Source: an optimization exercise on an open RTL-to-GDS flow (aim: small area, a short achievable clock period and few clock cycles per item). Production flows keep margins and buffers that such runs may drop. Function was not checked in any run shown here: the RTL went through the layout flow alone.

## flow/design.v (module list and top-level ports; edited modules follow where they fit)
// module basemul_s1: 1916 lines
// module basemul_s2: 1413 lines
// module basemul_s3: 16 lines
// module poly_basemul_ctrl: 89 lines
module poly_basemul_ctrl
#(
  parameter int unsigned N_PAIRS = KYBER_N_PAIRS,
  parameter int unsigned ADDR_W  = PAIR_ADDR_W
) (
  input  logic              clk,
  input  logic              rst,
  input  logic              start,
  input  logic              acc_en,
  output logic              busy,
  output logic              done,
  output logic [ADDR_W-1:0] rd_addr,
  output logic              rd_en,
  input  logic [23:0]       a_rdata,
  input  logic [23:0]       b_rdata,
  input  logic [11:0]       g_rdata,
  input  logic [23:0]       c_rdata,
  output logic              wr_en,
  output logic [ADDR_W-1:0] wr_addr,
  output logic [23:0]       wr_data
);
  // ...
==> flow/run.sh <==
#!/bin/bash
# synth_recipe.tcl (not shown) runs the flow's synth.tcl, then flattens the netlist and writes it again
# the make line also repeats each setting of config.mk as NAME=value (left out here)
make -C /OpenROAD-flow-scripts/flow DESIGN_CONFIG=/design/flow/config.mk WORK_HOME=/design/flow/orfs CLKGATE_MAP_FILE= SYNTH_SCRIPT=/design/flow/synth_recipe.tcl finish
==> flow/config.mk <==
export PLATFORM = sky130hd
export DESIGN_NAME = poly_basemul_ctrl
export DESIGN_NICKNAME = poly_basemul_ctrl
export VERILOG_FILES = /design/flow/design.v
export SDC_FILE = /design/flow/constraint.sdc
export NUM_CORES = 4
export LEC_CHECK = 0
export CAP_MARGIN = 20
export CORE_MARGIN = 2
export CORE_UTILIZATION = 40
export SLEW_MARGIN = 20
==> flow/constraint.sdc <==
create_clock -name core_clock -period 52.0 [get_ports {clk}]
set_input_delay 10.4000 -clock core_clock [delete_from_list [all_inputs] [get_ports {clk}]]
set_output_delay 10.4000 -clock core_clock [all_outputs]
set_load 0.01 [all_outputs]
==> flow_summary_export.csv, run 1 <==
group,metric,value,unit
clocking,cts_inserted_buffers,30,
die,io_pins,130,
global_routing,grt.met2_usage,37.85,%
final_layout,clk_share,2.660,%
timing,slew_headroom,27.58,%
die,placeableCoreArea,0.08974,sq mm
final_layout,multi_input_area_share,69.70,%
worst_hold_path,hp-start,"g_q[8]",
final_layout,n_all_buffers,171,
yosys,synth_nets,4913,
worst_setup_path,r2r-end,"z1_q[14]",
timing,setup_violations,0,
global_routing,track_usage,21.22,%
clocking,clkLatencyLatePin,0.62,ns
worst_hold_path,whs_endpoint,"g_q2[8]",
yosys,synth_cells,3863,
yosys,synthMuxAreaShare,1.214,%
clocking,cts.clk_slew.worst_paths,0.06,ns
placed_design,dpl-instance-area,0.03858,sq mm
routing,viasPerCell,4.988,
clocking,cts_tree,"done",
final_layout,multi_input_cells,2669,
worst_setup_path,cp_top_family,"buffers and inverters",
routing,detail_route.wl_per_cell,18.54,microns
final_layout,mostFrequentLayoutCell,"inv_1",
final_layout,nNonClkInverters,813,
global_routing,grt_busiest_layer,"met2",
clocking,cts_resized,0,
final_layout,n_antenna_cell,3,
timing,fin_worst_skew,0.02570,ns
clocking,ctsHoldBuffers,0,
final_layout,nets,4970,
routing,drcViolationCount,0,
yosys,synth_compound_area_share,7.694,%
timing,fin_setup_tns,0,ns
die,die_h,304.3,microns
outcome,status,"complete, no violations",
yosys,netlist_area,0.03607,sq mm
clocking,cts_root_buffer,"clkbuf_16",
==> run 2: changes to the inputs <==
==> flow/flow/run.sh (new file) <==
#!/bin/bash
# Own layout flow: the standard layout, except that Yosys's synth command runs
# without its internal "abc -fast" pass, so that the explicit full-adder trees of the
# RTL reach extract_fa unchanged (fewer inverters around the adder cells). The
# registers, their names and cell types are those of the standard synthesis.
set -euo pipefail
W=$(pwd)
sed 's/yosys synth -nofsm -noshare /yosys synth -nofsm -noshare -noabc /' synth_recipe.tcl > own_synth.tcl
grep -q -- '-noabc' own_synth.tcl
sed "s|SYNTH_SCRIPT=[^ ]*synth_recipe.tcl|SYNTH_SCRIPT=$W/own_synth.tcl|" standard.sh > own_standard.sh
grep -q 'own_synth.tcl' own_standard.sh
bash own_standard.sh > own_flow.log 2>&1
==> flow/standard.sh (new file) <==
#!/bin/bash
# synth_recipe.tcl (not shown) runs the flow's synth.tcl, then flattens the netlist and writes it again
# the make line also repeats each setting of config.mk as NAME=value (left out here)
make -C /OpenROAD-flow-scripts/flow DESIGN_CONFIG=/design/flow/config.mk WORK_HOME=/design/flow/orfs CLKGATE_MAP_FILE= SYNTH_SCRIPT=/design/flow/synth_recipe.tcl "${@:-finish}"
removed: flow/run.sh
==> run 2 against run 1 <==
  * Still clean on timing, DRC and antenna
  * Synthesized area is 7.1% lower
  * Clock-buffer cell count is 5 lower
  * First-iteration DRC count is 0.32% lower
  * Die area is 7.0% lower
  * Non-clock buffer count is 2 lower
  * Highest routed layer unchanged
==> flow_summary_export.csv, run 2 <==
group,metric,value,unit
clocking,cts_htree_levels,1,
clocking,clkLatencyLatePin,0.60,ns
timing,hold_violations,0,
worst_setup_path,required,41.60,ns
yosys,yosysTopAreaCellShare,42.35,%
yosys,synth_nets,4132,
routing,ant_nets,0,
final_layout,final_util,44.27,%
routing,drtIter0Drc,1541,
outcome,status,"complete, no violations",
global_routing,grt_max_degree,25,
yosys,synth_top_family_by_area,"adder cells",
timing,fin_setup_tns,0,ns
die,placeableCoreArea,0.08329,sq mm
worst_setup_path,cp.arrival,1.75,ns
global_routing,track_usage,21.52,%
timing,fin_crit_sh,23.37,%
yosys,synth-seq-cells,235,
timing,fmax,82.29,MHz
routing,drcViolationCount,0,
yosys,synthSimpleGateAreaFrac,20.42,%
placed_design,place_hpwl,69.87,mm
die,die_h,293.5,microns
yosys,synth_xor_area_share,4.051,%
yosys,synthArstFlopShare,9.787,%
yosys,yosysMostFrequentCell,"and2_1",
timing,rsz0062_at_grt,"no",
yosys,synth_edf_count,0,
global_routing,grt_pass1_wl,143.5,mm
die,die_w,293.5,microns
worst_setup_path,crit_buf_inv,1,
worst_setup_path,crit_path_end_kind,"output pin",
yosys,synthTopCellsByArea,"fa_1, and2_1, dfxtp_1",
yosys,ys.flop_type,"dfxtp_1",
yosys,synth_fa_ha_area_share,49.48,%
routing,viasPerCell,5.365,
run,drv_cap,0,
placed_design,gp_congestion,0.8736,
clocking,cts_setup_buffers,0,
die,start_util,40.24,%
placed_design,io_buffers,129,
timing,layout_min_cycle_time,12.15,ns
final_layout,drive_gt1_share,4.206,%
timing,drv_slew,0,
yosys,yosys_warnings,3,
yosys,netlist_area,0.03351,sq mm
worst_setup_path,slowest_delay,0.62,ns
timing,tightest_slew,1.059,ns
clocking,cts.clk_slew.worst_paths,0.06,ns
global_routing,overflow,0,
worst_setup_path,crit_type,"flop to output pin",
worst_hold_path,hp-start,"g_q[7]",
final_layout,layout_common_cells,"and2_1, fa_1, dfxtp_1, ha_1",
yosys,synth_compound_area_share,8.572,%
clocking,cts_buffer_depth,3,
worst_hold_path,hp-class,"flop to flop",
yosys,avgSynthCellArea,10.66,sq um
die,die-area,0.08611,sq mm
die,rows,106,
worst_setup_path,crit_path_top_delay_cell,"clkdlybuf4s50_1",
worst_setup_path,crit_fanout,9,
timing,setup_violations,0,
yosys,ys_types,77,
routing,dr.pass1.iters,7,
worst_setup_path,cp_top_family,"buffers and inverters",
final_layout,n_antenna_cell,0,
yosys,synth_cells,3145,
clocking,cts_inserted_buffers,29,
final_layout,nets,4174,
final_layout,mostFrequentLayoutCell,"and2_1",
worst_setup_path,crit_start,"rd_en",
worst_setup_path,cp-start-kind,"flop",
routing,wirelength,90.24,mm
clocking,ctsHoldBuffers,0,
clocking,cts_root_buffer,"clkbuf_16",
clocking,cts_resized,0,
routing,detail_route.wl_per_cell,21.03,microns
global_routing,grt_pass1_vias,25241,
worst_setup_path,path_cells,"clkdlybuf4s50_1",
worst_setup_path,worstReg2RegStart,"g_q2[5]",
yosys,synthTopCellsByCount,"and2_1, fa_1, dfxtp_1",
yosys,synth_top_area_cell,"fa_1",
global_routing,antenna_found_initial,5,
yosys,synthMuxAreaShare,0.7392,%
yosys,seq_area_frac_synth,14.38,%
final_layout,syn2layout_area_growth,10.03,%
timing,slew_headroom,29.42,%
timing,fin_worst_skew,0.02822,ns
clocking,cts_sinks,235,
clocking,cts_tree,"done",
routing,vias,23015,
die,io_pins,130,
-- run 2: worst reg2reg max path, delay by kind of cell, from the launching register on --
family | cells | cell delay (ns)
xor+xnor | 1 | 0.56
flops | 1 | 0.87
fa+ha+maj | 12 | 5.53
simple gates | 6 | 1.16
compound gates | 10 | 2.37
-- run 2: cells by family after synthesis --
| logic type | Yosys count |
|---|---|
| buffers and inverters | 210 |
| AOI/OAI and AO/OA | 435 |
| and+or+nand+nor | 1189 |
| DFF | 235 |
| muxes | 24 |
| xor gates and xnor gates | 152 |
| adders and majority gates | 900 |
-- run 2: layout make-up --
cell class	instances	area [sq um]
fillers	7911	46420
multi-input cells	2700	27900
flip-flops and latches	235	4820
repair buffers	169	1592
well taps	1080	1351
clock buffers	34	784.5
clock inverters	20	230.2
inverters	52	195.2
-- run 2: metrics by stage --
stage	instance area [sq um]	setup slack (ns)	instances	hold WS (ns)
6_report	36870	39.85	4290	0.3236
5_1_grt	36870	39.77	4290	0.3293
4_1_cts	36870	39.82	4290	0.3244
3_5_place_dp	35860	40.34	4236	0.3128
3_3_place_gp	35860	40.31	4236	0.3128
2_1_floorplan	33510	40.90	3145	0.3096
-- run 2: worst paths after layout --
| check | slack [ns] | to | cells past startpoint |
|---|---|---|---|
| setup reg to reg | 41.40 | z0_q[14] | 29 |
| hold reg to reg | 0.32 | g_q2[7] | 0 |
| setup / recovery | 39.85 | rd_en | 1 |
| min in group asynchronous | 10.28 | wr_addr[2] | 2 |
| max in group asynchronous | 41.17 | rd_addr[4] | 2 |
| hold / removal | 0.32 | g_q2[7] | 0 |
-- run 2: per-layer routing --
| metal | track usage (%) | vias up | wire (microns) |
|---|---|---|---|
| met5 | 0 | - | 0 |
| li1 | - | 10385 | - |
| met2 | 36.33 | 661 | 43660 |
| met3 | 3.464 | 128 | 5152 |
| met4 | 5.538 | 0 | 2198 |
| met1 | 28.84 | 11841 | 39230 |

==> separate check: timing with driven ports <==
In the flow no input, the clock included, has a driving cell. The finished layouts below were timed again as built, in two steps.
Step 1 assumes that a clkbuf_16 drives the clock port and a buf_2 every other input.
Step 2 times the ports against the registers' clock, not the clock port: input delays grow and output delays shrink by t, the midpoint of the rising clock arrivals with the driver on.
Three values: ideal ports, drivers, drivers and shift; two values: the first two.
run	t, ns	setup WS [ns]	worst hold slack (ns)	worst data-port slew with drivers (ns)	pins driven straight from the clock port
run 1	0.673	39.863 / 39.797 / 40.236	0.323 / 0.323 / 0.323	0.05	1
run 2	0.655	39.848 / 39.784 / 40.292	0.324 / 0.324 / 0.324	0.05	1
After both steps setup and hold are still met in every run listed.
